Source: an optimization exercise on an open RTL-to-GDS flow (aim: small area and a short achievable clock period). Production flows keep margins and buffers that such runs may drop.
The RTL was checked by simulation tests, not by an equivalence proof against the original design.
Power is estimated from default activity; no workload was simulated.

==> flow/design.v, too long to show whole: its modules and the start of the top module <==
// module uyvy2rgb_mul: 251 lines
// module uyvy2rgb_acc: 19 lines
// module uyvy2rgb_clamp: 18 lines
// module uyvy2rgb_clamp_cs: 29 lines
// module uyvy_to_rgb_pair_converter: 93 lines
module uyvy_to_rgb_pair_converter (
    input  logic        i_clk,
    input  logic        i_rst_n,
    input  logic        start,
    output logic        busy,
    input  logic [7:0]  i_cb_sample,
    input  logic [7:0]  i_luma_first,
    input  logic [7:0]  i_cr_sample,
    input  logic [7:0]  i_luma_second,
    output logic        o_valid,
    output logic [15:0] o_red_first,
    output logic [15:0] o_green_first,
    output logic [15:0] o_blue_first,
    output logic [15:0] o_red_second,
    output logic [15:0] o_green_second,
    output logic [15:0] o_blue_second
);
  // ...
==> flow/flow/run.sh <==
#!/bin/bash
# Own layout flow: the standard ORFS flow (standard.sh), with the input
# and output port buffers made from a plain buffer cell instead of the
# resizer's default choice. Everything else is the standard flow.
# The full make output goes to flow_make.log in the work folder; ORFS keeps
# each step's own log under orfs/logs/.
set -euo pipefail
export BUFFER_PORTS_ARGS="-buffer_cell sky130_fd_sc_hd__buf_1"
bash standard.sh finish > flow_make.log 2>&1
==> flow/standard.sh <==
#!/bin/bash
# synth_recipe.tcl (not shown) runs the flow's synth.tcl, then flattens the netlist and writes it again
# the make line also repeats each setting of config.mk as NAME=value (left out here)
make -C /OpenROAD-flow-scripts/flow DESIGN_CONFIG=/design/flow/config.mk WORK_HOME=/design/flow/orfs CLKGATE_MAP_FILE= SYNTH_SCRIPT=/design/flow/synth_recipe.tcl "${@:-finish}"
==> flow/config.mk <==
export PLATFORM = sky130hd
export DESIGN_NAME = uyvy_to_rgb_pair_converter
export DESIGN_NICKNAME = uyvy_to_rgb_pair_converter
export VERILOG_FILES = /design/flow/design.v
export SDC_FILE = /design/flow/constraint.sdc
export NUM_CORES = 4
export LEC_CHECK = 0
export ABC_AREA = 1
export CAP_MARGIN = 20
export CORE_MARGIN = 2
export CORE_UTILIZATION = 55
export SETUP_SLACK_MARGIN = 2.0
export SLEW_MARGIN = 20
==> flow/constraint.sdc <==
create_clock -name core_clock -period 5.5 [get_ports {i_clk}]
set_input_delay 1.1000 -clock core_clock [delete_from_list [all_inputs] [get_ports {i_clk}]]
set_output_delay 1.1000 -clock core_clock [all_outputs]
set_load 0.01 [all_outputs]
==> run_results.csv, run 1 <==
group,metric,value,unit
status,outcome,"timing/DRC/antenna clean",
final_layout,multi_input_area_share,63.8,%
critical_path,crit_chain,"buf_8 -> nor3_4 -> inv_2 -> nor2_1 -> inv_1 -> nand2_2 -> nor4_4 -> fa_1 -> inv_1 -> fa_1 -> ha_4 -> nand2_1 -> o21ai_2 -> a21o_1 -> a21oi_2 -> o21bai_1 -> xor2_1",
final_layout,clk_share,2.24,%
final_layout,clock_buffers,9,
timing,skew,0.0139,ns
synth,yosysTopAreaCell,"dfxtp_1",
grt,grt_use_met1,41.7,%
power,p_seq,1.08,mW
flow_run,cap_violations,0,
floorplan,coreArea,0.0181,mm²
drt,antenna_left,0,
synth,synth_fp_nets,1695,
synth,synth_mux_area_share,0,%
drt,top_layer,"met4",
synth,synth_enable_flop_cells,0,
critical_path,crit_family,"adder cells",
synth,synth_seq_area_share,19.7,%
placement,place_area,0.0109,mm²
clock_tree,cts_tree,"done",
timing,tightest_slew,0.638,ns
power,pg_clk,0.649,mW
critical_path,critPathLaunch,"u_in.o_data[28]$_DFF_P_",
placement,pre_cts_slack,1.26,ns
drt,detail_route.iter0.violations,1071,
final_layout,buf_share,9.29,%
timing,layout_setup_ws,1.91,ns
synth,yosysWarnings,2,
critical_path,path_buf_inv,4,
synth,synthArstFlopShare,0,%
power,switching_share,50.5,%
floorplan,fp.dieArea,0.0197,mm²
clock_tree,clock_sinks,101,
drt,wirelength_met1,14400,µm
final_layout,n_antenna_cell,0,
grt,gr-usage-met3,4.96,%
critical_path,crit_slowest_cell,"fa_1",
timing,max_clock_freq,279,MHz
floorplan,tapCellCount,229,
final_layout,utilization,73.1,%
critical_path,reg2reg_to,"u_k.o_data[43]$_DFF_P_",
final_layout,fillers,1411,
synth,synth_compound_area_share,17.1,%
synth,synthFlopType,"dfxtp_1",
grt,gr-usage-met2,52.7,%
==> run 2: changes to the inputs <==
--- a/flow/config.mk
+++ b/flow/config.mk
@@ -5,9 +5,8 @@
 export SDC_FILE = /design/flow/constraint.sdc
 export NUM_CORES = 4
 export LEC_CHECK = 0
-export ABC_AREA = 1
 export CAP_MARGIN = 20
 export CORE_MARGIN = 2
 export CORE_UTILIZATION = 55
-export SETUP_SLACK_MARGIN = 2.0
+export SETUP_SLACK_MARGIN = 1.2
 export SLEW_MARGIN = 20
==> run 2 against run 1 <==
Clock power about the same. Flip-flop and latch count stayed put. Clock skew increased by 0.0016 ns. Cell count down 21%. Register-to-register slack got worse by 0.46 ns. Sequential power about the same. Critical endpoint is now u_k.o_data[49]$_DFF_P_. Worst setup slack worse by 0.46 ns. First-iteration DRC count decreased by 46%. Non-clock buffer count fell by 63. Largest cell class unchanged. Count of clock-buffer cells in the layout unchanged. Global-route usage shrank 4.7 points.
==> run_results.csv, run 2 <==
group,metric,value,unit
drt,drtPass1Iterations,5,
synth,synthArstFlopShare,0,%
final_layout,final_cell_area,0.0108,mm²
synth,synth_seq_area_share,20.9,%
synth,synth_enable_flop_cells,0,
critical_path,startpoint_type,"flop",
clock_tree,numCtsBuffers,9,
power,power,4.84,mW
critical_path,rrSetupSlack,1.45,ns
drt,wl,24700,µm
final_layout,final_cell_count_no_fill,1543,
timing,period_minus_slack,4.05,ns
floorplan,die_y,136,µm
grt,grt_max_degree,29,
drt,vias_per_cell,5.65,
timing,relSlewSlack,60.1,%
placement,numPortBuffers,132,
timing,post-route-period-util,73.7,%
clock_tree,insertion_delay,0.37,ns
floorplan,ioPinCount,133,
status,outcome,"timing/DRC/antenna clean",
grt,grt_use_total,26.5,%
drt,detail_route.iter0.violations,578,
clock_tree,ctsHtreeMaxLevel,3,
synth,syn_avg_cell_area,8.03,µm²
floorplan,die_w,136,µm
synth,yosysTopAreaCell,"dfxtp_1",
clock_tree,clk_pin_slew,0.08,ns
floorplan,fp.dieArea,0.0186,mm²
synth,netlist_instances,1202,
final_layout,reg_top3,"u_k.o_data (67), u_in.o_data (32)",
final_layout,drive_gt1_share,6.90,%
timing,tightest_slew,0.598,ns
floorplan,coreArea,0.0172,mm²
synth,yosysWarnings,2,
floorplan,row_count,48,
grt,grt_pass1_wl,38500,µm
placement,routabilityCongestion,0.912,
synth,synth_fp_nets,1385,
synth,ys_types,70,
grt,antenna_found_initial,0,
synth,synth.most_common_cell,"a21oi_1",
drt,vias,8720,
power,p_leak,4.70,nW
critical_path,cpPeakStageDelay,0.54,ns
critical_path,cp_max_fo,16,
critical_path,crit_path_end_kind,"flop",
synth,synth_area_leaders,"dfxtp_1 21%, ha_1 15%, fa_1 7.3%",
synth,synthFlopType,"dfxtp_1",
clock_tree,clock_sinks,101,
placement,place_area,0.0103,mm²
critical_path,crit_slowest_cell,"fa_1",
worst_hold_path,hold_path_class,"reg -> reg",
power,power_density,449,mW/mm²
placement,dp.cells,1516,
critical_path,crit_chain,"buf_4 -> nand2b_1 -> o22ai_1 -> a21oi_1 -> fa_1 -> fa_1 -> inv_1 -> ha_1 -> a21o_1 -> a21oi_1 -> o21bai_1 -> a221o_1 -> nand2_1 -> nand3b_1 -> xor2_1",
placement,hpwlAfterDp,19800,µm
final_layout,final_cell_mix,"136 x a21oi_1, 132 x buf_1, 113 x ha_1",
clock_tree,cts_buffer_depth,2,
synth,ys_ff_latch,101,
timing,setup_viol,0,
power,vdd.ir_drop.worst,317,µV
synth,syn_area,0.00965,mm²
final_layout,largest_reg_flops,67,
final_layout,utilization,62.6,%
timing,rsz0062_at_grt,"no",
grt,grt_pass1_vias,7568,
clock_tree,cts_tree,"done",
drt,drc_errors,0,
synth,synth_top_area_share,20.9,%
critical_path,crit_family,"adder cells",
timing,hold_viol_final,0,
critical_path,worstSetupPathType,"reg -> reg",
timing,maxSlewViolCount,0,
drt,wl_per_cell,16.0,µm
critical_path,critPathRequiredTime,5.76,ns
final_layout,layout_commonest_cell,"a21oi_1",
synth,ys_top_cells_by_count,"137 x a21oi_1, 113 x ha_1, 101 x dfxtp_1, 86 x nand2_1, 85 x nor2_1",
final_layout,n_antenna_cell,0,
final_layout,fin_nets,1496,
critical_path,path_buf_inv,2,
grt,grt_overflow,0,
critical_path,worstPathArrival,4.31,ns
final_layout,syn_to_final_growth,11.8,%
final_layout,top_register,"u_k.o_data",
timing,skew,0.0155,ns
flow_run,cap_violations,0,
clock_tree,ctsRootBufferMaster,"clkbuf_16",
timing,max_clock_freq,247,MHz
drt,antenna_left,0,
timing,fin_tns_setup,0,ns
floorplan,initial_core_util,56.0,%
final_layout,fillers,1623,
run 2: worst register-to-register path: stages, from the launching register on:
cell	delay [ns]
dfxtp_1	0.47
buf_4	0.25
nand2b_1	0.24
o22ai_1	0.14
a21oi_1	0.32
fa_1	0.49
fa_1	0.54
inv_1	0.04
ha_1	0.35
a21o_1	0.21
a21oi_1	0.14
o21bai_1	0.11
a221o_1	0.33
nand2_1	0.08
nand3b_1	0.09
xor2_1	0.14
run 2: stage by stage:
step | hold slack, ns | setup WS, ns
finish | 0.328 | 1.45
global route | 0.333 | 1.16
detailed placement | 0.314 | 0.771
floorplan | 0.310 | 1.45
global placement | 0.310 | 0.923
CTS | 0.331 | 1.29
run 2: final timing paths:
check | startpoint | to | cells after the start
worst min register to register | u_in.o_data[20]$_DFF_P_ | u_k.o_data[12]$_DFF_P_ | 0
worst max-delay path | u_in.o_data[27]$_DFF_P_ | u_k.o_data[49]$_DFF_P_ | 15
worst max register to register | u_in.o_data[27]$_DFF_P_ | u_k.o_data[49]$_DFF_P_ | 15
worst min-delay path | u_in.o_data[20]$_DFF_P_ | u_k.o_data[12]$_DFF_P_ | 0
run 2: area by class of cell:
cell class                 count  area, µm²  share of cell area [%]
clock buffer                   9        225                    2.09
clock inverter                 7       67.6                   0.626
inverter                      80        315                    2.92
multi-input combinational    968       7210                    66.8
sequential                   101       2040                    18.9
tap                          225        282                    2.61
timing repair buffer         153        653                    6.05
run 2: repair_timing:
| action | in CTS | in global routing |
|---|---|---|
| gates resized for setup | 10 | 30 |
| setup buffers | 0 | 11 |
| endpoints found under the hold margin | 0 | 0 |
| hold buffers | 0 | 0 |
| cloned | 0 | 0 |
| pin swaps | 0 | 3 |
| endpoints found under the setup margin | 10 | 42 |
run 2: where the power goes:
| part | internal [mW] | total (mW) | leakage, nW | switching, mW |
|---|---|---|---|---|
| sequential | 0.920 | 1.07 | 0.853 | 0.150 |
| combinational | 1.30 | 3.13 | 3.70 | 1.82 |
| clock | 0.319 | 0.646 | 0.145 | 0.328 |
| total | 2.54 | 4.84 | 4.70 | 2.30 |
run 2: metal layers:
| metal | up-vias | part of all wire, % | wire length (µm) | track usage, % |
|---|---|---|---|---|
| met5 | - | 0 | 0 | 0 |
| li1 | 4458 | - | - | - |
| met4 | 0 | 3.1 | 755 | 8.80 |
| met1 | 3928 | 48 | 11800 | 37.6 |
| met2 | 294 | 43 | 10700 | 40.7 |
| met3 | 40 | 5.9 | 1470 | 4.36 |
run 2: cell families after synthesis:
logic type | synth area share [%]
AO/OA/AOI/OAI | 25.0
AND/OR/NAND/NOR | 16.6
buffers and inverters | 5.26
flip-flops | 20.9
XOR/XNOR | 9.88
adder cells (fa/ha/maj) | 22.0
multiplexers | 0.311
==> run 3: changes to the inputs <==
--- a/flow/config.mk
+++ b/flow/config.mk
@@ -7,6 +7,6 @@
 export LEC_CHECK = 0
 export CAP_MARGIN = 20
 export CORE_MARGIN = 2
-export CORE_UTILIZATION = 55
-export SETUP_SLACK_MARGIN = 1.2
+export CORE_UTILIZATION = 70
+export SETUP_SLACK_MARGIN = 1.5
 export SLEW_MARGIN = 20
==> run 3 against run 2 <==
Largest cell class unchanged. Power rose by 4.6%. Still clean on timing, DRC and antenna. Clock power shrank 3.3%. Routed wire length increased by 6.9%. Core utilization rose by 21 points. Largest power group unchanged.
==> run_results.csv, run 3 <==
group,metric,value,unit
final_layout,final_cell_area,0.0112,mm²
timing,setup_viol,0,
timing,period_minus_slack,3.91,ns
synth,ys_types,70,
drt,detail_route.iter0.violations,947,
critical_path,cp_max_fo,4,
clock_tree,ctsRootBufferMaster,"clkbuf_16",
final_layout,fillers,910,
clock_tree,cts_tree,"done",
final_layout,n_antenna_cell,0,
clock_tree,numCtsBuffers,9,
synth,netlist_instances,1202,
timing,tightest_slew,0.623,ns
synth,synthFlopType,"dfxtp_1",
drt,drc_errors,0,
final_layout,largest_reg_flops,67,
synth,yosysWarnings,2,
grt,grt_overflow,0,
final_layout,multi_input_area,0.00744,mm²
timing,whs,0.328,ns
synth,synthArstFlopShare,0,%
drt,vias_per_cell,6.20,
timing,rsz0062_at_grt,"yes",
placement,routabilityCongestion,0.943,
clock_tree,cts_buffer_depth,2,
grt,antenna_found_initial,0,
synth,syn_area,0.00965,mm²
drt,drtPass1Iterations,7,
timing,skew,0.0101,ns
floorplan,initial_core_util,72.3,%
clock_tree,clk_pin_slew,0.07,ns
synth,synth_fp_nets,1385,
critical_path,worstPathArrival,4.16,ns
timing,fin_tns_setup,0,ns
critical_path,critPathRequiredTime,5.74,ns
drt,vias,9391,
critical_path,crit_path_end_kind,"flop",
synth,yosysTopAreaCell,"dfxtp_1",
timing,maxSlewViolCount,0,
timing,hold_viol_final,0,
critical_path,worstSetupPathType,"reg -> reg",
flow_run,cap_violations,0,
final_layout,final_cell_count_no_fill,1515,
floorplan,ioPinCount,133,
synth,synth_area_leaders,"dfxtp_1 21%, ha_1 15%, fa_1 7.3%",
floorplan,row_count,42,
synth,syn_avg_cell_area,8.03,µm²
drt,antenna_left,0,
clock_tree,ctsHtreeMaxLevel,3,
power,p_leak,4.86,nW
synth,ys_top_cells_by_count,"137 x a21oi_1, 113 x ha_1, 101 x dfxtp_1, 86 x nand2_1, 85 x nor2_1",
final_layout,fin_nets,1517,
clock_tree,clock_sinks,101,
floorplan,coreArea,0.0133,mm²
timing,post-route-period-util,71.1,%
critical_path,startpoint_type,"flop",
final_layout,seqCellArea,0.00206,mm²
timing,relSlewSlack,57.8,%
final_layout,syn_to_final_growth,15.9,%
timing,max_clock_freq,256,MHz
final_layout,final_cell_mix,"132 x buf_1, 128 x a21oi_1, 109 x ha_1",
drt,wl_per_cell,17.4,µm
synth,ys_ff_latch,101,
placement,dp.cells,1465,
floorplan,die_y,121,µm
final_layout,drive_gt1_share,12.0,%
synth,synth_seq_area_share,20.9,%
placement,hpwlAfterDp,19600,µm
power,power_density,453,mW/mm²
final_layout,layout_commonest_cell,"buf_1",
synth,synth.most_common_cell,"a21oi_1",
final_layout,top_register,"u_k.o_data",
floorplan,fp.dieArea,0.0147,mm²
worst_hold_path,hold_path_class,"reg -> reg",
grt,grt_pass1_wl,39700,µm
floorplan,die_w,121,µm
grt,grt_max_degree,29,
synth,synth_enable_flop_cells,0,
clock_tree,insertion_delay,0.36,ns
power,vdd.ir_drop.worst,241,µV
placement,numPortBuffers,132,
final_layout,reg_top3,"u_k.o_data (67), u_in.o_data (32)",
status,outcome,"timing/DRC/antenna clean",
drt,wl,26400,µm
grt,grt_pass1_vias,8237,
synth,synth_top_area_share,20.9,%
grt,grt_use_total,34.1,%
placement,place_area,0.0102,mm²
==> run 3: cell counts after synthesis <==
Identical to the previous run, type by type.
==> run 3: report_power, final <==
part | internal [mW] | switching (mW)
combinational | 1.41 | 1.96
clock | 0.316 | 0.309
sequential | 0.920 | 0.152
total | 2.65 | 2.42
==> run 3: worst max-delay path, stage by stage (launching register included) <==
cell and delay (ns):
dfxtp_1 0.33, buf_12 0.13, clkinvlp_4 0.13, buf_4 0.14, nand3_1 0.12, a21oi_1 0.23, nor2_2 0.08, fa_1 0.51
inv_1 0.06, fa_1 0.47, ha_1 0.33, and3_1 0.21, nand4_1 0.16, buf_4 0.19, a2111oi_4 0.35, nor2_1 0.11
buf_4 0.15, xnor2_1 0.11
==> run 3: routing by layer <==
layer | up-vias | share of wire, % | track usage [%]
li1 | 4489 | - | -
met1 | 4340 | 42 | 44.3
met2 | 474 | 46 | 54.3
met3 | 88 | 7.4 | 6.77
met4 | 0 | 4.9 | 16.8
met5 | - | 0 | 0
==> run 3: area by class of cell <==
type,instances,area share [%]
clock inverters,6,0.470
multi-input cells,968,66.5
well taps,176,1.97
flip-flops and latches,101,18.4
inverters,80,2.95
clock buffers,10,2.05
repair buffers,174,7.69
==> run 3: what timing repair did <==
item | in CTS | in global routing
cloned | 0 | 0
resized for setup | 49 | 78
hold buffers | 0 | 0
pin swaps | 1 | 9
buffers inserted | 7 | 27
setup endpoints to repair | 46 | 69
==> run 3: worst paths after layout <==
kind / start / end / slack [ns] / cells past startpoint
max: u_in.o_data[28]$_DFF_P_ / u_k.o_data[43]$_DFF_P_ / 1.59 / 17
min reg2reg: u_in.o_data[21]$_DFF_P_ / u_k.o_data[13]$_DFF_P_ / 0.33 / 0
max reg2reg: u_in.o_data[28]$_DFF_P_ / u_k.o_data[43]$_DFF_P_ / 1.59 / 17
min: u_in.o_data[21]$_DFF_P_ / u_k.o_data[13]$_DFF_P_ / 0.33 / 0
==> run 3: metrics by stage <==
stage          utilization [%]  worst slack [ns]  power (mW)
2_1_floorplan                -              1.54        3.34
3_3_place_gp              76.6              1.07        4.07
3_5_place_dp              76.6             0.940        4.16
4_1_cts                   80.0              1.50        4.83
5_1_grt                   83.8              1.38        5.47
6_report                  83.8              1.59        5.07
==> run 3: cells by family after synthesis <==
logic type               count (synthesis)  share of synthesized area [%]
AO/OA/AOI/OAI                          383                           25.0
XOR/XNOR                               108                           9.88
adder cells (fa/ha/maj)                149                           22.0
buffers and inverters                  133                           5.26
flip-flops                             101                           20.9
multiplexers                             3                          0.311
AND/OR/NAND/NOR                        325                           16.6
==> run 4: changes to the inputs <==
--- a/flow/config.mk
+++ b/flow/config.mk
@@ -5,8 +5,8 @@
 export SDC_FILE = /design/flow/constraint.sdc
 export NUM_CORES = 4
 export LEC_CHECK = 0
-export CAP_MARGIN = 20
+export CAP_MARGIN = 0
 export CORE_MARGIN = 2
-export CORE_UTILIZATION = 70
+export CORE_UTILIZATION = 55
 export SETUP_SLACK_MARGIN = 1.5
-export SLEW_MARGIN = 20
+export SLEW_MARGIN = 0
==> run 4 against run 3 <==
Still clean. Maximum frequency rose by 1.7%. First-iteration DRC count fell by 41%. Power fell by 2.5%. Count of clock-buffer cells in the layout fell by 1. Register-to-register slack improved by 0.06 ns. Critical endpoint is now u_k.o_data[49]$_DFF_P_.
==> run_results.csv, run 4 <==
group,metric,value,unit
final_layout,top_register,"u_k.o_data",
final_layout,fin_nets,1517,
timing,tightest_slew,0.631,ns
synth,synthArstFlopShare,0,%
synth,yosysWarnings,2,
power,combinationalPowerShare,65.1,%
timing,layout_setup_ws,1.65,ns
timing,fin_tns_setup,0,ns
synth,syn_area,0.00965,mm²
timing,post-route-period-util,70.0,%
drt,vias_per_cell,5.66,
power,power_density,446,mW/mm²
final_layout,syn_to_final_growth,14.8,%
clock_tree,ctsRootBufferMaster,"clkbuf_16",
power,vdd.ir_drop.worst,329,µV
grt,grt_overflow,0,
timing,setup_viol,0,
drt,wl,25200,µm
critical_path,cp_max_fo,13,
grt,grt_pass1_wl,39600,µm
synth,synthFlopType,"dfxtp_1",
synth,synth_seq_area_share,20.9,%
synth,synth_fp_nets,1385,
critical_path,worstPathArrival,4.10,ns
power,p_int,2.59,mW
final_layout,layout_commonest_cell,"buf_1",
grt,grt_pass1_vias,7946,
placement,pre_cts_slack,0.915,ns
clock_tree,insertion_delay,0.37,ns
grt,grt_use_total,27.1,%
synth,syn_avg_cell_area,8.03,µm²
final_layout,reg_top3,"u_k.o_data (67), u_in.o_data (32)",
timing,rsz0062_at_grt,"yes",
floorplan,die_w,136,µm
floorplan,fp.dieArea,0.0186,mm²
placement,routabilityCongestion,0.920,
final_layout,largest_reg_flops,67,
floorplan,ioPinCount,133,
drt,drc_errors,0,
placement,hpwlAfterDp,20000,µm
synth,netlist_instances,1202,
synth,ys_types,70,
clock_tree,clock_sinks,101,
critical_path,worstSetupPathType,"reg -> reg",
timing,hold_viol_final,0,
placement,numPortBuffers,132,
timing,skew,0.00993,ns
clock_tree,numCtsBuffers,9,
drt,wl_met3,1380,µm
clock_tree,cts_buffer_depth,2,
timing,max_clock_freq,260,MHz
power,pwr-share-clk,13.2,%
clock_tree,cts_hold_buf,0,
timing,period_minus_slack,3.85,ns
final_layout,n_antenna_cell,0,
drt,top_layer,"met4",
final_layout,drive_gt1_share,10.2,%
drt,detail_route.iter0.violations,559,
grt,antenna_found_initial,0,
floorplan,coreArea,0.0172,mm²
drt,wl_per_cell,16.1,µm
final_layout,utilization,64.3,%
synth,ys_ff_latch,101,
critical_path,crit_path_end_kind,"flop",
flow_run,cap_violations,0,
synth,synth_top_area_share,20.9,%
drt,drtPass1Iterations,6,
drt,antenna_left,0,
synth,ys_top_cells_by_count,"137 x a21oi_1, 113 x ha_1, 101 x dfxtp_1, 86 x nand2_1, 85 x nor2_1",
grt,grt_max_degree,28,
timing,maxSlewViolCount,0,
synth,synth.most_common_cell,"a21oi_1",
clock_tree,clk_pin_slew,0.08,ns
worst_hold_path,hold_path_class,"reg -> reg",
clock_tree,cts_tree,"done",
synth,synth_area_leaders,"dfxtp_1 21%, ha_1 15%, fa_1 7.3%",
floorplan,initial_core_util,56.0,%
floorplan,die_y,136,µm
floorplan,row_count,48,
status,outcome,"timing/DRC/antenna clean",
power,p_seq_share,21.6,%
power,power.switching,2.35,mW
final_layout,final_cell_mix,"132 x buf_1, 131 x a21oi_1, 113 x ha_1",
synth,synth_enable_flop_cells,0,
critical_path,startpoint_type,"flop",
timing,relSlewSlack,57.9,%
drt,route.met2.wl,11000,µm
timing,whs,0.329,ns
power,switching_share,47.5,%
synth,yosysTopAreaCell,"dfxtp_1",
drt,vias,8859,
power,p_leak,4.84,nW
drt,wirelength_met1,12100,µm
critical_path,critPathRequiredTime,5.76,ns
clock_tree,ctsHtreeMaxLevel,3,
-- run 4: cell count changes in the layout (fill, tap and decap cells not counted), sizes merged --
cell / delta
clkinvlp: -2
inv: +3
buf: -1
-- run 4: power groups by stage --
stage          clock network, mW  registers (mW)  logic (mW)
2_1_floorplan                  0           0.997        2.34
3_3_place_gp                   0            1.08        3.04
3_5_place_dp                   0            1.08        3.07
4_1_cts                    0.672            1.07        3.12
5_1_grt                    0.695            1.09        3.62
6_report                   0.654            1.07        3.22
-- run 4: metal layers --
metal  GRT usage (%)  up-vias
met5               0        -
li1                -     4489
met2            42.1      299
met3            3.84       36
met1            37.7     4035
met4            10.9        0
-- run 4: cell families (layout without fill, tap and decap cells) --
| group | count (synthesis) | after routing | synth area share [%] |
|---|---|---|---|
| AO/OA/AOI/OAI | 383 | 383 | 25.0 |
| XOR/XNOR | 108 | 108 | 9.88 |
| adder cells (fa/ha/maj) | 149 | 149 | 22.0 |
| buffers and inverters | 133 | 270 | 5.26 |
| flip-flops | 101 | 101 | 20.9 |
| multiplexers | 3 | 3 | 0.311 |
| AND/OR/NAND/NOR | 325 | 325 | 16.6 |
-- run 4: metrics by stage --
| step | cell area [µm²] | total power [mW] | std cells |
|---|---|---|---|
| after floorplan | 9650 | 3.34 | 1202 |
| after detailed placement | 10300 | 4.16 | 1515 |
| after global placement | 10300 | 4.12 | 1515 |
| after CTS | 10700 | 4.86 | 1536 |
| final | 11100 | 4.94 | 1564 |
| after global routing | 11100 | 5.41 | 1564 |
-- run 4: final timing paths --
check                                             start                endpoint  slack, ns  depth (start not counted)
worst max-delay path            u_in.o_data[25]$_DFF_P_  u_k.o_data[49]$_DFF_P_       1.65                         15
worst max register to register  u_in.o_data[25]$_DFF_P_  u_k.o_data[49]$_DFF_P_       1.65                         15
worst min register to register  u_in.o_data[20]$_DFF_P_  u_k.o_data[12]$_DFF_P_       0.33                          0
worst min-delay path            u_in.o_data[20]$_DFF_P_  u_k.o_data[12]$_DFF_P_       0.33                          0
-- run 4: final cells by class --
type,count,area (µm²)
Clock buffer,9,225
Clock inverter,7,75.1
Fill cell,1526,6150
Inverter,80,325
Multi-Input combinational cell,968,7290
Sequential cell,101,2050
Tap cell,225,282
Timing Repair Buffer,174,838
-- run 4: timing repair --
| item | CTS | global route |
|---|---|---|
| setup endpoints to repair | 59 | 65 |
| hold endpoints to repair | 0 | 0 |
| gates resized for setup | 41 | 45 |
| pin swaps | 1 | 10 |
| buffers inserted | 5 | 28 |
-- run 4: worst max-delay path, cell delays in order (launching register included) --
cell and delay [ns]:
dfxtp_4 0.40, buf_4 0.15, or2_2 0.32, o22ai_1 0.22, a21oi_2 0.09, fa_1 0.51, fa_1 0.54, inv_1 0.04
ha_1 0.34, a21o_1 0.20, a21oi_1 0.14, o21bai_1 0.13, a221o_1 0.34, nand2_1 0.08, nand3b_1 0.09, xor2_1 0.14
==> run 5: changes to the inputs <==
--- a/flow/config.mk
+++ b/flow/config.mk
@@ -5,8 +5,8 @@
 export SDC_FILE = /design/flow/constraint.sdc
 export NUM_CORES = 4
 export LEC_CHECK = 0
-export CAP_MARGIN = 0
+export CAP_MARGIN = 20
 export CORE_MARGIN = 2
 export CORE_UTILIZATION = 55
-export SETUP_SLACK_MARGIN = 1.5
-export SLEW_MARGIN = 0
+export SETUP_SLACK_MARGIN = 1.4
+export SLEW_MARGIN = 20
==> run 5 against run 4 <==
Global-route usage shrank 0.52 points. Flip-flop and latch count is the same. Count of clock-buffer cells in the layout is the same. Die area is the same. Power shrank 0.71%. Core utilization shrank 0.39 points. First-iteration DRC count grew 10%. Worst setup slack lost 0.060 ns. Routed wire length shrank 0.38%. Critical endpoint is now o_blue_second[2]. Largest power group unchanged. Highest routed layer unchanged.
==> run_results.csv, run 5 <==
group,metric,value,unit
floorplan,ioPinCount,133,
critical_path,crit_chain,"inv_1 -> fa_1 -> inv_1 -> a21o_1 -> a21oi_1 -> a21oi_1 -> o21ai_2 -> o21a_2 -> and2_1 -> buf_1",
final_layout,n_antenna_cell,0,
clock_tree,clk_pin_slew,0.07,ns
drt,antenna_left,0,
synth,synth.most_common_cell,"a21oi_1",
drt,drtPass1Iterations,6,
synth,synth_seq_area_share,20.9,%
drt,drc_errors,0,
grt,grt_pass1_vias,7579,
clock_tree,ctsHtreeMaxLevel,3,
critical_path,startpoint_type,"flop",
critical_path,cp_max_fo,8,
final_layout,reg_top3,"u_k.o_data (67), u_in.o_data (32)",
final_layout,top_register,"u_k.o_data",
synth,synth_fp_nets,1385,
synth,netlist_instances,1202,
clock_tree,cts_hold_buf,0,
critical_path,reg2reg_to,"u_k.o_data[48]$_DFF_P_",
timing,fin_tns_setup,0,ns
drt,detail_route.iter0.violations,616,
critical_path,rrSetupSlack,1.61,ns
grt,grt_use_total,26.5,%
timing,maxSlewViolCount,0,
timing,rsz0062_at_grt,"yes",
critical_path,worstPathArrival,2.81,ns
clock_tree,numCtsBuffers,9,
timing,hold_viol_final,0,
timing,max_clock_freq,256,MHz
floorplan,coreArea,0.0172,mm²
floorplan,initial_core_util,56.0,%
placement,hpwlAfterDp,19800,µm
clock_tree,ctsRootBufferMaster,"clkbuf_16",
final_layout,largest_reg_flops,67,
drt,wl_per_cell,16.2,µm
final_layout,utilization,63.9,%
timing,setup_viol,0,
synth,yosysWarnings,2,
final_layout,final_cell_mix,"132 x buf_1, 131 x a21oi_1, 113 x ha_1",
timing,tightest_slew,0.647,ns
drt,vias,8832,
placement,dp.cells,1516,
synth,ys_ff_latch,101,
timing,period_minus_slack,3.91,ns
critical_path,critPathRequiredTime,4.40,ns
clock_tree,cts_tree,"done",
drt,wl,25200,µm
synth,synth_top_area_share,20.9,%
timing,post-route-period-util,71.0,%
final_layout,layout_commonest_cell,"buf_1",
grt,grt_max_degree,29,
synth,syn_area,0.00965,mm²
timing,skew,0.0163,ns
clock_tree,insertion_delay,0.37,ns
synth,synth_area_leaders,"dfxtp_1 21%, ha_1 15%, fa_1 7.3%",
critical_path,crit_slowest_cell,"dfxtp_1",
floorplan,die_w,136,µm
synth,ys_types,70,
floorplan,fp.dieArea,0.0186,mm²
power,vdd.ir_drop.worst,322,µV
floorplan,row_count,48,
power,p_leak,4.79,nW
critical_path,crit_path_end_kind,"output pin",
drt,vias_per_cell,5.67,
synth,ys_top_cells_by_count,"137 x a21oi_1, 113 x ha_1, 101 x dfxtp_1, 86 x nand2_1, 85 x nor2_1",
final_layout,final_cell_count_no_fill,1557,
worst_hold_path,hold_path_class,"reg -> reg",
final_layout,drive_gt1_share,9.76,%
timing,relSlewSlack,56.9,%
synth,syn_avg_cell_area,8.03,µm²
placement,numPortBuffers,132,
synth,yosysTopAreaCell,"dfxtp_1",
critical_path,ff2ff_path_depth,14,
placement,place_area,0.0103,mm²
worst_hold_path,worstHoldPathCells,0,
grt,grt_pass1_wl,38600,µm
floorplan,die_y,136,µm
synth,synth_enable_flop_cells,0,
clock_tree,clock_sinks,101,
critical_path,worstSetupPathType,"reg -> out",
final_layout,fin_nets,1510,
power,power,4.91,mW
final_layout,final_cell_area,0.0110,mm²
final_layout,syn_to_final_growth,14.1,%
synth,synthFlopType,"dfxtp_1",
placement,routabilityCongestion,0.912,
clock_tree,cts_buffer_depth,2,
synth,synthArstFlopShare,0,%
worst_hold_path,whs_endpoint,"u_k.o_data[12]$_DFF_P_",
status,outcome,"timing/DRC/antenna clean",
grt,grt_overflow,0,
power,power_density,445,mW/mm²
critical_path,r2r_start,"u_in.o_data[31]$_DFF_P_",
flow_run,cap_violations,0,
grt,antenna_found_initial,0,
worst_hold_path,min_from,"u_in.o_data[20]$_DFF_P_",
critical_path,cpPeakStageDelay,0.37,ns
-- run 5: what timing repair did --
action	4_1_cts	5_1_grt
endpoints found under the setup margin	41	66
buffers inserted	2	22
gates resized for setup	24	57
pin swaps	0	6
gates cloned	0	1
-- run 5: final cells by class --
type	count	area [µm²]
Fill cell	1569	6220
Tap cell	225	282
Clock inverter	7	67.6
Timing Repair Buffer	166	786
Multi-Input combinational cell	968	7280
Timing Repair inverter	1	5.00
Sequential cell	101	2050
Inverter	80	322
Clock buffer	9	225
-- run 5: report_power, final --
| part | internal [mW] | switching (mW) |
|---|---|---|
| Sequential | 0.920 | 0.149 |
| Clock | 0.319 | 0.330 |
| Combinational | 1.33 | 1.85 |
| Total | 2.57 | 2.33 |
-- run 5: per-stage QoR --
step                hold WS [ns]  setup slack [ns]
detailed placement         0.314             0.771
global route               0.333              1.36
global placement           0.310             0.923
finish                     0.328              1.59
floorplan                  0.310              1.45
CTS                        0.331              1.39
-- run 5: critical path: cells and delay by family, from the launching register on --
| family | cells | cell delay, ns |
|---|---|---|
| fa+ha+maj | 1 | 0.26 |
| simple gates | 1 | 0.15 |
| compound gates | 5 | 1.23 |
| flops | 1 | 0.37 |
| buf+inv | 3 | 0.44 |
-- run 5: how the worst max path moves through the flow --
stage,from,slack (ns),cells past startpoint,end
2_1_floorplan,u_in.o_data[24]$_DFF_P_,1.45,16,u_k.o_data[48]$_DFF_P_
3_3_place_gp,u_in.o_data[9]$_DFF_P_,0.92,15,u_k.o_data[48]$_DFF_P_
3_5_place_dp,u_in.o_data[10]$_DFF_P_,0.77,15,u_k.o_data[48]$_DFF_P_
4_1_cts,u_in.o_data[10]$_DFF_P_,1.39,15,u_k.o_data[48]$_DFF_P_
5_1_grt,u_in.o_data[25]$_DFF_P_,1.36,13,u_k.o_data[48]$_DFF_P_
6_report,u_k.o_data[1]$_DFF_P_,1.59,10,o_blue_second[2]
-- run 5: per-layer routing --
| metal | track usage (%) | wire length [µm] |
|---|---|---|
| met5 | 0 | 0 |
| met4 | 8.28 | 699 |
| met3 | 4.59 | 1460 |
| met2 | 41.3 | 11100 |
| met1 | 37.4 | 11900 |
-- run 5: logic make-up (layout without fill, tap and decap cells) --
logic type      after synthesis  after routing  share of synthesized area [%]
xor+xnor                    108            108                           9.88
buf+inv                     133            263                           5.26
fa+ha+maj                   149            149                           22.0
simple gates                325            325                           16.6
mux                           3              3                          0.311
compound gates              383            383                           25.0
flops                       101            101                           20.9
==> run 6: changes to the inputs <==
--- a/flow/config.mk
+++ b/flow/config.mk
@@ -8,5 +8,5 @@
 export CAP_MARGIN = 20
 export CORE_MARGIN = 2
 export CORE_UTILIZATION = 55
-export SETUP_SLACK_MARGIN = 1.4
+export SETUP_SLACK_MARGIN = 1.65
 export SLEW_MARGIN = 20
==> run 6 against run 5 <==
First-iteration DRC count grew 15%. Critical path type is now reg -> reg. Routed wire length grew 7.3%. Register-to-register slack gained 0.09 ns. Largest power group unchanged. Cell count grew 3.3%. Count of clock-buffer cells in the layout grew 1. Global-route usage grew 0.93 points. Hold slack gained 0.00056 ns. Die area is the same. Combinational power grew 7.2%. Maximum frequency grew 2.9%. Clock power grew 6.0%.
==> run_results.csv, run 6 <==
group,metric,value,unit
status,outcome,"timing/DRC/antenna clean",
synth,ys_types,70,
power,power,5.18,mW
final_layout,top_register,"u_k.o_data",
floorplan,row_count,48,
placement,dp.cells,1514,
critical_path,crit_path_end_kind,"flop",
clock_tree,ctsHtreeMaxLevel,3,
timing,tightest_slew,0.665,ns
timing,setup_viol,0,
synth,synth.most_common_cell,"a21oi_1",
critical_path,cpPeakStageDelay,0.56,ns
floorplan,die_y,136,µm
critical_path,r2r_start,"u_in.o_data[25]$_DFF_P_",
synth,syn_area,0.00965,mm²
clock_tree,cts_hold_buf,0,
floorplan,initial_core_util,56.0,%
synth,syn_avg_cell_area,8.03,µm²
drt,vias,9276,
final_layout,largest_reg_flops,67,
placement,routabilityCongestion,0.913,
placement,hpwlAfterDp,20000,µm
synth,netlist_instances,1202,
critical_path,critPathRequiredTime,5.79,ns
clock_tree,insertion_delay,0.36,ns
timing,skew,0.0168,ns
synth,yosysTopAreaCell,"dfxtp_1",
critical_path,cpMostUsedCell,"a21oi_2",
critical_path,crit_chain,"buf_6 -> nand2b_4 -> o21ai_0 -> a21oi_2 -> fa_1 -> inv_1 -> fa_2 -> ha_1 -> a211oi_4 -> o21bai_2 -> a21oi_2 -> buf_4 -> a2111oi_4 -> o21ai_2 -> a21o_1 -> a21oi_2",
timing,relSlewSlack,55.7,%
final_layout,layout_commonest_cell,"buf_1",
timing,hold_viol_final,0,
final_layout,final_cell_count_no_fill,1608,
synth,synth_top_area_share,20.9,%
drt,drc_errors,0,
grt,grt_pass1_wl,40100,µm
power,p_leak,5.11,nW
grt,grt_pass1_vias,7945,
critical_path,startpoint_type,"flop",
synth,ys_top_cells_by_count,"137 x a21oi_1, 113 x ha_1, 101 x dfxtp_1, 86 x nand2_1, 85 x nor2_1",
final_layout,syn_to_final_growth,22.2,%
worst_hold_path,hold_path_class,"reg -> reg",
timing,max_clock_freq,263,MHz
clock_tree,cts_buffer_depth,2,
drt,antenna_left,0,
grt,grt_overflow,0,
critical_path,critPathLaunch,"u_in.o_data[25]$_DFF_P_",
final_layout,final_cell_mix,"132 x buf_1, 122 x a21oi_1, 106 x ha_1",
placement,numPortBuffers,132,
final_layout,n_antenna_cell,0,
clock_tree,ctsRootBufferMaster,"clkbuf_16",
final_layout,reg_top3,"u_k.o_data (67), u_in.o_data (32)",
grt,grt_use_total,27.5,%
worst_hold_path,worstHoldPathCells,0,
timing,post-route-period-util,69.0,%
placement,place_area,0.0103,mm²
timing,fin_tns_setup,0,ns
clock_tree,cts_tree,"done",
grt,gr-usage-met3,4.51,%
floorplan,coreArea,0.0172,mm²
worst_hold_path,min_from,"u_in.o_data[5]$_DFF_P_",
synth,yosysWarnings,2,
floorplan,ioPinCount,133,
drt,drtPass1Iterations,5,
flow_run,cap_violations,0,
timing,rsz0062_at_grt,"yes",
floorplan,fp.dieArea,0.0186,mm²
timing,whs,0.329,ns
synth,synth_seq_area_share,20.9,%
critical_path,worstSetupPathType,"reg -> reg",
critical_path,worstPathArrival,4.09,ns
drt,wl_per_cell,16.8,µm
critical_path,ff2ff_path_depth,16,
power,vdd.ir_drop.worst,358,µV
grt,antenna_found_initial,0,
drt,detail_route.iter0.violations,707,
drt,wl,27000,µm
synth,synthArstFlopShare,0,%
synth,synth_fp_nets,1385,
power,power_density,439,mW/mm²
critical_path,cp_max_fo,13,
clock_tree,clk_pin_slew,0.07,ns
timing,period_minus_slack,3.80,ns
grt,grt_use_met1,38.1,%
clock_tree,numCtsBuffers,9,
synth,synthFlopType,"dfxtp_1",
grt,grt_busiest_layer,"met2",
synth,synth_enable_flop_cells,0,
grt,grt_max_degree,28,
timing,maxSlewViolCount,0,
clock_tree,clock_sinks,101,
critical_path,reg2reg_to,"u_k.o_data[48]$_DFF_P_",
worst_hold_path,whs_endpoint,"u_k.o_data[5]$_DFF_P_",
critical_path,rrSetupSlack,1.70,ns
synth,ys_ff_latch,101,
final_layout,final_cell_area,0.0118,mm²
synth,synth_area_leaders,"dfxtp_1 21%, ha_1 15%, fa_1 7.3%",
grt,gr-usage-met2,44.8,%
drt,vias_per_cell,5.77,
floorplan,die_w,136,µm
critical_path,crit_slowest_cell,"fa_2",
final_layout,fin_nets,1561,
final_layout,drive_gt1_share,17.5,%
run 6: cell counts after synthesis:
No cell type changed its count.
run 6: report_power, final:
| group | internal (mW) | switching (mW) | total (mW) |
|---|---|---|---|
| Clock | 0.374 | 0.313 | 0.688 |
| Combinational | 1.48 | 1.94 | 3.42 |
| Sequential | 0.919 | 0.148 | 1.07 |
| Total | 2.77 | 2.40 | 5.18 |
run 6: worst max-delay path, delay by kind of cell, from the launching register on:
kind / cells / cell delay (ns)
AOI/OAI and AO/OA: 9 / 1.58
and+or+nand+nor: 1 / 0.18
adders and majority gates: 3 / 1.30
buffers and inverters: 3 / 0.36
DFF: 1 / 0.32
run 6: final cells by class:
| type | instances | area (µm²) |
|---|---|---|
| Clock buffer | 10 | 239 |
| Clock inverter | 6 | 82.6 |
| Fill cell | 1436 | 5440 |
| Inverter | 80 | 332 |
| Multi-Input combinational cell | 968 | 7580 |
| Sequential cell | 101 | 2060 |
| Tap cell | 225 | 282 |
| Timing Repair Buffer | 217 | 1210 |
| Timing Repair inverter | 1 | 5.00 |
run 6: routing by layer:
| metal | up-vias | wire length, µm |
|---|---|---|
| met4 | 0 | 531 |
| li1 | 4584 | - |
| met1 | 4301 | 12200 |
| met3 | 39 | 1790 |
| met5 | - | 0 |
| met2 | 352 | 12400 |
run 6: what timing repair did:
item                       in CTS  in global routing
pin swaps                       8                 31
gates cloned                    0                  2
buffers inserted               18                 58
setup endpoints to repair      69                 84
gates resized for setup        73                 92
run 6: logic make-up after synthesis:
family          Yosys count  share of synthesized area, %
compound gates          383                          25.0
xor+xnor                108                          9.88
fa+ha+maj               149                          22.0
buf+inv                 133                          5.26
flops                   101                          20.9
mux                       3                         0.311
simple gates            325                          16.6
run 6: per-stage QoR:
step | setup WS, ns | utilization [%]
floorplan | 1.68 | -
global placement | 0.863 | 59.7
detailed placement | 0.788 | 59.7
CTS | 1.65 | 63.4
global route | 1.46 | 68.5
finish | 1.70 | 68.5
run 6: worst max-delay path by stage:
| stage | slack (ns) | to |
|---|---|---|
| floorplan | 1.68 | u_k.o_data[48]$_DFF_P_ |
| global placement | 0.86 | u_k.o_data[48]$_DFF_P_ |
| detailed placement | 0.79 | u_k.o_data[46]$_DFF_P_ |
| CTS | 1.65 | u_k.o_data[48]$_DFF_P_ |
| global route | 1.46 | u_k.o_data[48]$_DFF_P_ |
| finish | 1.70 | u_k.o_data[48]$_DFF_P_ |
==> run 7: changes to the inputs <==
--- a/flow/config.mk
+++ b/flow/config.mk
@@ -8,5 +8,6 @@
 export CAP_MARGIN = 20
 export CORE_MARGIN = 2
 export CORE_UTILIZATION = 55
-export SETUP_SLACK_MARGIN = 1.65
+export CTS_BUF_LIST = sky130_fd_sc_hd__clkbuf_8
+export SETUP_SLACK_MARGIN = 1.5
 export SLEW_MARGIN = 20
==> run 7 against run 6 <==
Critical path depth unchanged. Power down 7.6%. Die area unchanged. Clock skew down 0.0035 ns. Sequential share of layout area up 1.1 points. Flip-flop and latch count unchanged. Via count down 3.8%. First-iteration DRC count down 9.8%. Routed wire length down 6.2%. Count of clock-buffer cells in the layout down 1. Largest power group unchanged. Highest routed layer unchanged.
==> run_results.csv, run 7 <==
group,metric,value,unit
drt,detail_route.iter0.violations,638,
timing,setup_viol,0,
clock_tree,clock_sinks,101,
synth,yosysWarnings,2,
critical_path,crit_slowest_cell,"fa_1",
placement,hpwlAfterDp,20000,µm
synth,synthXorXnorAreaFrac,9.88,%
final_layout,utilization,64.0,%
final_layout,reg_top3,"u_k.o_data (67), u_in.o_data (32)",
synth,synth_area_leaders,"dfxtp_1 21%, ha_1 15%, fa_1 7.3%",
timing,max_clock_freq,262,MHz
synth,synth_compound_area_share,25.0,%
final_layout,drive_gt1_share,11.0,%
clock_tree,clk_pin_slew,0.11,ns
grt,grt_pass1_wl,39500,µm
synth,ys_types,70,
synth,synth_top_family_by_area,"compound AO/OA/AOI/OAI gates",
critical_path,worstPathArrival,4.15,ns
critical_path,critPathLaunch,"u_in.o_data[26]$_DFF_P_",
grt,grt_pass1_vias,7903,
power,power,4.78,mW
grt,grt_use_total,26.9,%
clock_tree,ctsRootBufferMaster,"clkbuf_8",
synth,synth_top_area_share,20.9,%
grt,grt_overflow,0,
critical_path,worstSetupPathType,"reg -> reg",
synth,synth_mux_area_share,0.311,%
critical_path,crit_chain,"buf_4 -> nor2_4 -> nand2b_1 -> o22ai_1 -> a21oi_2 -> fa_1 -> fa_1 -> ha_1 -> nand2b_1 -> o21ai_1 -> nand4_1 -> buf_4 -> a21o_1 -> a211o_1 -> nand3b_1 -> xor2_1",
floorplan,coreArea,0.0172,mm²
drt,antenna_left,0,
synth,yosys.area_share.simple,16.6,%
power,p_leak,4.80,nW
synth,syn_avg_cell_area,8.03,µm²
worst_hold_path,hold_path_class,"reg -> reg",
critical_path,reg2reg_to,"u_k.o_data[49]$_DFF_P_",
synth,syn_area,0.00965,mm²
timing,rsz0062_at_grt,"yes",
timing,skew,0.0133,ns
grt,antenna_found_initial,0,
timing,tightest_slew,0.617,ns
timing,hold_viol_final,0,
placement,numPortBuffers,132,
drt,vias,8921,
drt,vias_per_cell,5.69,
critical_path,crit_cells,16,
critical_path,crit_path_end_kind,"flop",
drt,drc_errors,0,
synth,synth_enable_flop_cells,0,
floorplan,ioPinCount,133,
critical_path,rrSetupSlack,1.69,ns
timing,period_minus_slack,3.81,ns
grt,grt_max_degree,28,
timing,post-route-period-util,69.3,%
critical_path,crit_family,"adder cells",
final_layout,layout_commonest_cell,"buf_1",
critical_path,startpoint_type,"flop",
synth,synthAdderAreaFrac,22.0,%
clock_tree,cts_buffer_depth,2,
critical_path,path_buf_inv,2,
status,outcome,"timing/DRC/antenna clean",
critical_path,crit_path_end,"u_k.o_data[49]$_DFF_P_",
final_layout,final_cell_mix,"132 x buf_1, 128 x a21oi_1, 111 x ha_1",
timing,maxSlewViolCount,0,
floorplan,initial_core_util,56.0,%
critical_path,ff2ff_path_depth,16,
synth,ys_ff_latch,101,
synth,ys_top_cells_by_count,"137 x a21oi_1, 113 x ha_1, 101 x dfxtp_1, 86 x nand2_1, 85 x nor2_1",
synth,synth_seq_area_share,20.9,%
clock_tree,insertion_delay,0.41,ns
critical_path,critPathRequiredTime,5.84,ns
final_layout,syn_to_final_growth,14.3,%
clock_tree,cts_tree,"done",
critical_path,cp_max_fo,9,
clock_tree,numCtsBuffers,9,
floorplan,die_w,136,µm
clock_tree,cts_hold_buf,0,
drt,wl_per_cell,16.1,µm
power,power_density,434,mW/mm²
timing,relSlewSlack,58.8,%
power,vdd.ir_drop.worst,329,µV
timing,fin_tns_setup,0,ns
final_layout,n_antenna_cell,0,
final_layout,top_register,"u_k.o_data",
floorplan,row_count,48,
placement,routabilityCongestion,0.920,
critical_path,r2r_start,"u_in.o_data[26]$_DFF_P_",
synth,netlist_instances,1202,
synth,synth.most_common_cell,"a21oi_1",
placement,place_area,0.0103,mm²
drt,drtPass1Iterations,6,
floorplan,fp.dieArea,0.0186,mm²
final_layout,largest_reg_flops,67,
synth,synthFlopType,"dfxtp_1",
flow_run,cap_violations,0,
synth,synth_fp_nets,1385,
floorplan,die_y,136,µm
synth,synthArstFlopShare,0,%
synth,yosysTopAreaCell,"dfxtp_1",
final_layout,final_cell_area,0.0110,mm²
final_layout,fin_nets,1521,
drt,wl,25300,µm
clock_tree,ctsHtreeMaxLevel,3,
critical_path,cpPeakStageDelay,0.50,ns
run 7: how the worst min path moves through the flow:
stage               slack, ns  depth (start not counted)                      to               startpoint
global route             0.34                          0   u_k.o_data[4]$_DFF_P_   u_in.o_data[4]$_DFF_P_
finish                   0.34                          0  u_k.o_data[10]$_DFF_P_  u_in.o_data[18]$_DFF_P_
CTS                      0.34                          0   u_k.o_data[1]$_DFF_P_   u_in.o_data[1]$_DFF_P_
detailed placement       0.31                          0  u_k.o_data[12]$_DFF_P_  u_in.o_data[20]$_DFF_P_
floorplan                0.31                          0   u_k.o_data[0]$_DFF_P_   u_in.o_data[0]$_DFF_P_
global placement         0.31                          0  u_k.o_data[12]$_DFF_P_  u_in.o_data[20]$_DFF_P_
run 7: cell type report:
cell class | count | area [µm²]
fillers | 1529 | 6200
clock inverters | 7 | 75.1
multi-input cells | 968 | 7310
repair buffers | 178 | 871
well taps | 225 | 282
inverters | 80 | 325
clock buffers | 9 | 124
flip-flops and latches | 101 | 2050
run 7: kinds of logic after synthesis:
family                     count (synthesis)
xor gates and xnor gates                 108
buffers and inverters                    133
muxes                                      3
DFF                                      101
adders and majority gates                149
and+or+nand+nor                          325
AOI/OAI and AO/OA                        383
run 7: metal layers:
metal  routed length [µm]  global-route usage, %  part of all wire, %
met2                11100                   41.8                   44
met4                  845                   10.6                  3.3
met1                12000                   37.7                   47
met3                 1410                   3.65                  5.6
met5                    0                      0                    0
run 7: worst reg2reg max path: cells and delay by family (launching register included):
family | cells | cell delay (ns)
fa+ha+maj | 3 | 1.27
buf+inv | 2 | 0.34
flops | 1 | 0.41
xor+xnor | 1 | 0.14
simple gates | 5 | 0.59
compound gates | 5 | 1.01
run 7: metrics by stage:
step,setup WS [ns],instances,hold slack (ns)
4_1_cts,1.46,1534,0.340
3_3_place_gp,1.01,1515,0.310
6_report,1.69,1568,0.336
3_5_place_dp,0.915,1515,0.314
2_1_floorplan,1.54,1202,0.310
5_1_grt,1.46,1568,0.342
run 7: what timing repair did:
action / 4_1_cts / 5_1_grt
buffers inserted: 3 / 34
resized for setup: 43 / 51
endpoints found under the setup margin: 62 / 69
pin swaps: 0 / 11
run 7: power breakdown:
part           total, mW  leakage (nW)  internal [mW]  switching [mW]
Sequential          1.07         0.854          0.919           0.146
Combinational       3.23          3.85           1.36            1.87
Clock              0.489         0.102          0.179           0.310
==> run 8: changes to the inputs <==
--- a/flow/config.mk
+++ b/flow/config.mk
@@ -8,6 +8,6 @@
 export CAP_MARGIN = 20
 export CORE_MARGIN = 2
 export CORE_UTILIZATION = 55
-export CTS_BUF_LIST = sky130_fd_sc_hd__clkbuf_8
 export SETUP_SLACK_MARGIN = 1.5
 export SLEW_MARGIN = 20
+export TNS_END_PERCENT = 0
==> run 8 against run 7 <==
Routed wire length fell by 1.4%. Clock skew fell by 0.0043 ns. Via count fell by 1.2%. Flip-flop and latch count did not move. Worst setup slack got worse by 0.11 ns. Largest cell class unchanged.
==> run_results.csv, run 8 <==
group,metric,value,unit
clock_tree,numCtsBuffers,9,
floorplan,die_w,136,µm
timing,setup_viol,0,
drt,top_layer,"met4",
clock_tree,cts_buffer_depth,2,
timing,period_minus_slack,3.92,ns
drt,antenna_left,0,
power,power_density,448,mW/mm²
final_layout,top_register,"u_k.o_data",
critical_path,cp_max_fo,8,
floorplan,die_y,136,µm
synth,ys_types,70,
synth,yosysTopAreaCell,"dfxtp_1",
timing,whs,0.329,ns
critical_path,rrSetupSlack,1.59,ns
grt,antenna_found_initial,0,
drt,wl_met3,1350,µm
synth,netlist_instances,1202,
critical_path,r2r_start,"u_in.o_data[24]$_DFF_P_",
grt,grt_use_total,26.9,%
critical_path,critPathRequiredTime,4.40,ns
timing,layout_setup_ws,1.58,ns
floorplan,fp.dieArea,0.0186,mm²
grt,grt_max_degree,28,
drt,route.met2.wl,10900,µm
worst_hold_path,hold_path_class,"reg -> reg",
synth,synthFlopType,"dfxtp_1",
timing,tightest_slew,0.633,ns
power,vdd.ir_drop.worst,313,µV
final_layout,reg_top3,"u_k.o_data (67), u_in.o_data (32)",
critical_path,reg2reg_to,"u_k.o_data[48]$_DFF_P_",
final_layout,utilization,63.3,%
timing,max_clock_freq,255,MHz
grt,grt_pass1_wl,39500,µm
critical_path,worstPathArrival,2.82,ns
synth,yosysWarnings,2,
synth,synthArstFlopShare,0,%
worst_hold_path,worstHoldPathCells,0,
drt,drtPass1Iterations,6,
flow_run,cap_violations,0,
placement,pre_cts_slack,0.915,ns
critical_path,worstSetupPathType,"reg -> out",
synth,syn_avg_cell_area,8.03,µm²
floorplan,initial_core_util,56.0,%
drt,wirelength_met1,12000,µm
clock_tree,ctsHtreeMaxLevel,3,
timing,rsz0062_at_grt,"yes",
clock_tree,cts_hold_buf,0,
worst_hold_path,whs_endpoint,"u_k.o_data[12]$_DFF_P_",
final_layout,final_cell_mix,"135 x a21oi_1, 132 x buf_1, 113 x ha_1",
timing,relSlewSlack,57.8,%
drt,vias_per_cell,5.69,
floorplan,ioPinCount,133,
synth,ys_top_cells_by_count,"137 x a21oi_1, 113 x ha_1, 101 x dfxtp_1, 86 x nand2_1, 85 x nor2_1",
power,power,4.89,mW
drt,wl,25000,µm
critical_path,ff2ff_path_depth,16,
drt,vias,8814,
final_layout,drive_gt1_share,8.60,%
placement,numPortBuffers,132,
placement,routabilityCongestion,0.920,
timing,fin_tns_setup,0,ns
drt,wl_per_cell,16.1,µm
worst_hold_path,min_from,"u_in.o_data[20]$_DFF_P_",
placement,dp.cells,1515,
placement,place_area,0.0103,mm²
grt,grt_pass1_vias,7911,
synth,synth_top_area_share,20.9,%
floorplan,coreArea,0.0172,mm²
clock_tree,clk_pin_slew,0.07,ns
clock_tree,insertion_delay,0.37,ns
synth,synth_fp_nets,1385,
clock_tree,clock_sinks,101,
clock_tree,cts_tree,"done",
critical_path,crit_path_end_kind,"output pin",
final_layout,final_cell_area,0.0109,mm²
synth,synth_area_leaders,"dfxtp_1 21%, ha_1 15%, fa_1 7.3%",
critical_path,startpoint_type,"flop",
final_layout,fin_nets,1503,
drt,drc_errors,0,
synth,syn_area,0.00965,mm²
timing,hold_viol_final,0,
timing,skew,0.00900,ns
final_layout,n_antenna_cell,0,
clock_tree,ctsRootBufferMaster,"clkbuf_16",
grt,grt_overflow,0,
placement,hpwlAfterDp,20000,µm
final_layout,syn_to_final_growth,13.1,%
final_layout,fillers,1555,
final_layout,final_cell_count_no_fill,1550,
synth,ys_ff_latch,101,
floorplan,row_count,48,
power,p_leak,4.75,nW
synth,synth_seq_area_share,20.9,%
final_layout,layout_commonest_cell,"a21oi_1",
timing,maxSlewViolCount,0,
synth,synth.most_common_cell,"a21oi_1",
final_layout,largest_reg_flops,67,
synth,synth_enable_flop_cells,0,
timing,post-route-period-util,71.2,%
status,outcome,"timing/DRC/antenna clean",
drt,detail_route.iter0.violations,598,
## run 8: changes by cell type in the layout (fill, tap and decap cells not counted), moves of 3 or more
| cell | before | now |
|---|---|---|
| a21oi_2 | 12 | 5 |
| a21oi_1 | 128 | 135 |
| clkbuf_16 | 0 | 9 |
| buf_4 | 40 | 26 |
| clkbuf_8 | 9 | 0 |
| o21ai_1 | 11 | 14 |
## run 8: metal layers
metal	vias to the layer above	GRT usage, %
li1	4472	-
met2	308	42.3
met1	4001	37.7
met5	-	0
met4	0	9.78
met3	33	3.69
## run 8: worst max-delay path: stages (launching register included)
cell	delay, ns
dfxtp_1	0.37
inv_1	0.23
fa_1	0.26
inv_1	0.05
a21o_1	0.16
a21oi_1	0.34
a21oi_1	0.13
o21ai_2	0.29
o21a_2	0.30
and2_1	0.16
buf_1	0.16
## run 8: area by class of cell
cell class	count	area, µm²	share of cell area (%)
multi-input cells	968	7240	66.3
flip-flops and latches	101	2050	18.8
repair buffers	160	722	6.61
inverters	80	320	2.93
well taps	225	282	2.58
clock buffers	9	225	2.06
clock inverters	7	75.1	0.688
## run 8: power breakdown
part / leakage (nW) / switching (mW) / internal [mW] / total (mW)
logic: 3.75 / 1.85 / 1.32 / 3.16
registers: 0.854 / 0.152 / 0.919 / 1.07
clock network: 0.148 / 0.330 / 0.323 / 0.653
## run 8: kinds of logic (layout without fill, tap and decap cells)
kind of cell    after synthesis  after routing  synth area share, %
simple gates                325            325                 16.6
buf+inv                     133            256                 5.26
compound gates              383            383                 25.0
mux                           3              3                0.311
xor+xnor                    108            108                 9.88
flops                       101            101                 20.9
fa+ha+maj                   149            149                 22.0
## run 8: how the worst max path moves through the flow
stage | startpoint | endpoint | slack (ns) | depth (start not counted)
global placement | u_in.o_data[9]$_DFF_P_ | u_k.o_data[48]$_DFF_P_ | 1.01 | 15
floorplan | u_in.o_data[24]$_DFF_P_ | u_k.o_data[48]$_DFF_P_ | 1.54 | 16
CTS | u_in.o_data[8]$_DFF_P_ | u_k.o_data[48]$_DFF_P_ | 1.39 | 14
detailed placement | u_in.o_data[9]$_DFF_P_ | u_k.o_data[48]$_DFF_P_ | 0.91 | 15
global route | u_in.o_data[26]$_DFF_P_ | u_k.o_data[42]$_DFF_P_ | 1.34 | 15
finish | u_k.o_data[1]$_DFF_P_ | o_red_second[6] | 1.58 | 10
## run 8: repair_timing
action,4_1_cts,5_1_grt
gates cloned,0,0
setup endpoints to repair,59,68
gates resized for setup,28,42
buffers inserted,5,14
pin swaps,0,6
==> run 9: changes to the inputs <==
--- a/flow/config.mk
+++ b/flow/config.mk
@@ -10,4 +10,3 @@
 export CORE_UTILIZATION = 55
 export SETUP_SLACK_MARGIN = 1.5
 export SLEW_MARGIN = 20
-export TNS_END_PERCENT = 0
==> run 9 against run 8 <==
Largest cell class unchanged. Clock power is essentially flat. Final area grew 1.5%. Worst setup slack gained 0.070 ns. Core utilization grew 0.97 points. Cell count grew 0.90%. Non-clock buffer count grew 14. Sequential share of layout area shrank 0.28 points. Synthesized cell count is the same. Clock skew grew 0.00093 ns.
==> run_results.csv, run 9 <==
group,metric,value,unit
critical_path,cpPeakStageDelay,0.54,ns
power,vdd.ir_drop.worst,329,µV
drt,drtPass1Iterations,6,
final_layout,final_cell_mix,"132 x buf_1, 131 x a21oi_1, 113 x ha_1",
drt,wl_per_cell,16.1,µm
clock_tree,clk_pin_slew,0.08,ns
synth,syn_avg_cell_area,8.03,µm²
grt,grt_pass1_wl,39600,µm
power,power.switching,2.35,mW
final_layout,top_register,"u_k.o_data",
drt,vias,8859,
synth,yosysWarnings,2,
critical_path,crit_family,"adder cells",
floorplan,die_w,136,µm
flow_run,cap_violations,0,
placement,dp.cells,1515,
critical_path,crit_chain,"buf_4 -> or2_2 -> o22ai_1 -> a21oi_2 -> fa_1 -> fa_1 -> inv_1 -> ha_1 -> a21o_1 -> a21oi_1 -> o21bai_1 -> a221o_1 -> nand2_1 -> nand3b_1 -> xor2_1",
grt,antenna_found_initial,0,
grt,grt_overflow,0,
timing,whs,0.329,ns
timing,rsz0062_at_grt,"yes",
final_layout,reg_top3,"u_k.o_data (67), u_in.o_data (32)",
synth,synth_top_area_share,20.9,%
synth,synth_area_leaders,"dfxtp_1 21%, ha_1 15%, fa_1 7.3%",
power,power,4.94,mW
synth,synth_fp_nets,1385,
critical_path,critPathRequiredTime,5.76,ns
power,p_int,2.59,mW
final_layout,fillers,1526,
grt,grt_max_degree,28,
critical_path,worstSetupPathType,"reg -> reg",
final_layout,fin_nets,1517,
critical_path,cpMostUsedCell,"fa_1",
drt,antenna_left,0,
timing,tightest_slew,0.631,ns
synth,synth.most_common_cell,"a21oi_1",
clock_tree,cts_tree,"done",
synth,ys_ff_latch,101,
clock_tree,ctsHtreeMaxLevel,3,
critical_path,crit_cells,15,
critical_path,cp_max_fo,13,
critical_path,reg2reg_to,"u_k.o_data[49]$_DFF_P_",
drt,wl,25200,µm
grt,grt_pass1_vias,7946,
critical_path,worstPathArrival,4.10,ns
power,p_seq_share,21.6,%
grt,grt_use_total,27.1,%
critical_path,crit_path_end_kind,"flop",
synth,ys_top_cells_by_count,"137 x a21oi_1, 113 x ha_1, 101 x dfxtp_1, 86 x nand2_1, 85 x nor2_1",
drt,detail_route.iter0.violations,559,
timing,max_clock_freq,260,MHz
timing,period_minus_slack,3.85,ns
synth,syn_area,0.00965,mm²
timing,hold_viol_final,0,
clock_tree,clock_sinks,101,
timing,maxSlewViolCount,0,
power,combinationalPowerShare,65.1,%
status,outcome,"timing/DRC/antenna clean",
synth,synth_seq_area_share,20.9,%
placement,routabilityCongestion,0.920,
critical_path,crit_path_end,"u_k.o_data[49]$_DFF_P_",
clock_tree,insertion_delay,0.37,ns
floorplan,row_count,48,
clock_tree,cts_buffer_depth,2,
clock_tree,numCtsBuffers,9,
drt,vias_per_cell,5.66,
floorplan,ioPinCount,133,
critical_path,crit_slowest_cell,"fa_1",
final_layout,layout_commonest_cell,"buf_1",
power,p_leak,4.84,nW
floorplan,fp.dieArea,0.0186,mm²
timing,setup_viol,0,
critical_path,rrSetupSlack,1.65,ns
worst_hold_path,hold_path_class,"reg -> reg",
final_layout,final_cell_count_no_fill,1564,
critical_path,startpoint_type,"flop",
clock_tree,cts_hold_buf,0,
power,switching_share,47.5,%
final_layout,drive_gt1_share,10.2,%
clock_tree,ctsRootBufferMaster,"clkbuf_16",
worst_hold_path,min_from,"u_in.o_data[20]$_DFF_P_",
synth,synth_enable_flop_cells,0,
synth,netlist_instances,1202,
critical_path,path_buf_inv,2,
placement,numPortBuffers,132,
timing,fin_tns_setup,0,ns
critical_path,critPathLaunch,"u_in.o_data[25]$_DFF_P_",
synth,synthArstFlopShare,0,%
timing,skew,0.00993,ns
timing,relSlewSlack,57.9,%
critical_path,r2r_start,"u_in.o_data[25]$_DFF_P_",
final_layout,utilization,64.3,%
synth,ys_types,70,
final_layout,syn_to_final_growth,14.8,%
floorplan,coreArea,0.0172,mm²
power,pwr-share-clk,13.2,%
placement,hpwlAfterDp,20000,µm
timing,post-route-period-util,70.0,%
floorplan,initial_core_util,56.0,%
synth,synthFlopType,"dfxtp_1",
final_layout,largest_reg_flops,67,
critical_path,ff2ff_path_depth,15,
final_layout,n_antenna_cell,0,
floorplan,die_y,136,µm
synth,yosysTopAreaCell,"dfxtp_1",
power,power_density,446,mW/mm²
drt,drc_errors,0,
-- run 9: cell counts after synthesis --
No cell type changed its count.
-- run 9: timing repair --
action,4_1_cts,5_1_grt
setup endpoints to repair,59,65
buffers inserted,5,28
pin swaps,1,10
gates resized for setup,41,45
-- run 9: metal layers --
layer | track usage [%] | part of all wire [%] | wire, µm | vias up
li1 | - | - | - | 4489
met1 | 37.7 | 48 | 12100 | 4035
met2 | 42.1 | 44 | 11000 | 299
met3 | 3.84 | 5.5 | 1380 | 36
met4 | 10.9 | 3.2 | 816 | 0
met5 | 0 | 0 | 0 | -
-- run 9: per-stage QoR --
step,setup WS (ns),instance area [µm²]
2_1_floorplan,1.54,9650
3_3_place_gp,1.01,10300
3_5_place_dp,0.915,10300
4_1_cts,1.47,10700
5_1_grt,1.39,11100
6_report,1.65,11100
-- run 9: worst min-delay path by stage --
| stage | endpoint | slack (ns) | depth (start not counted) |
|---|---|---|---|
| 6_report | u_k.o_data[12]$_DFF_P_ | 0.33 | 0 |
| 5_1_grt | u_k.o_data[4]$_DFF_P_ | 0.33 | 0 |
| 4_1_cts | u_k.o_data[12]$_DFF_P_ | 0.33 | 0 |
| 3_5_place_dp | u_k.o_data[12]$_DFF_P_ | 0.31 | 0 |
| 3_3_place_gp | u_k.o_data[12]$_DFF_P_ | 0.31 | 0 |
| 2_1_floorplan | u_k.o_data[0]$_DFF_P_ | 0.31 | 0 |
-- run 9: power by group through the flow --
stage	combinational [mW]	sequential, mW	clock, mW
after global routing	3.62	1.09	0.695
after detailed placement	3.07	1.08	0
after floorplan	2.34	0.997	0
final	3.22	1.07	0.654
after CTS	3.12	1.07	0.672
after global placement	3.04	1.08	0
-- run 9: final cells by class --
cell class                      count  area (µm²)  area share (%)
Clock buffer                        9         225            2.03
Clock inverter                      7        75.1           0.677
Inverter                           80         325            2.93
Multi-Input combinational cell    968        7290            65.7
Sequential cell                   101        2050            18.5
Tap cell                          225         282            2.54
Timing Repair Buffer              174         838            7.56
-- run 9: kinds of logic after synthesis --
| kind of cell | Yosys count | synth area share [%] |
|---|---|---|
| flip-flops | 101 | 20.9 |
| AND/OR/NAND/NOR | 325 | 16.6 |
| adder cells (fa/ha/maj) | 149 | 22.0 |
| AO/OA/AOI/OAI | 383 | 25.0 |
| XOR/XNOR | 108 | 9.88 |
| multiplexers | 3 | 0.311 |
| buffers and inverters | 133 | 5.26 |

==> separate check: timing with driven ports <==
How much do the figures lean on ideal ports? The routed layouts below were timed once more, with nothing changed but the port constraints. Step 1 sets driving cells, clkbuf_16 on the clock port and buf_2 on the other inputs (assumed; they add their load-dependent delay and slew). Step 2 also shifts input and output timing later by t, the mid clock arrival at the registers, as if the neighbouring blocks saw the same clock. Slacks: ideal ports / drivers / drivers and shift; pairs: ideal ports / drivers.
| run | t, ns | setup slack, ns | worst setup path at the end | clock arrival spread, ns | worst data-port slew with drivers (ns) |
|---|---|---|---|---|---|
| run 1 | 0.408 | 1.911 / 1.911 / 1.911 | register to register | 0.015 / 0.014 | 0.06 |
| run 2 | 0.407 | 1.449 / 1.431 / 1.449 | register to register | 0.018 / 0.018 | 0.05 |
| run 3 | 0.404 | 1.587 / 1.587 / 1.587 | register to register | 0.011 / 0.011 | 0.04 |
| run 4 | 0.405 | 1.652 / 1.640 / 1.652 | register to register | 0.013 / 0.013 | 0.06 |
| run 5 | 0.406 | 1.593 / 1.549 / 1.608 | register to register | 0.018 / 0.018 | 0.05 |
| run 6 | 0.398 | 1.703 / 1.703 / 1.703 | register to register | 0.017 / 0.018 | 0.06 |
| run 7 | 0.441 | 1.688 / 1.674 / 1.688 | register to register | 0.017 / 0.017 | 0.06 |
| run 8 | 0.404 | 1.582 / 1.538 / 1.588 | register to register | 0.012 / 0.012 | 0.06 |
| run 9 | 0.405 | 1.652 / 1.640 / 1.652 | register to register | 0.013 / 0.013 | 0.06 |
After both steps setup and hold are still met in every run listed.
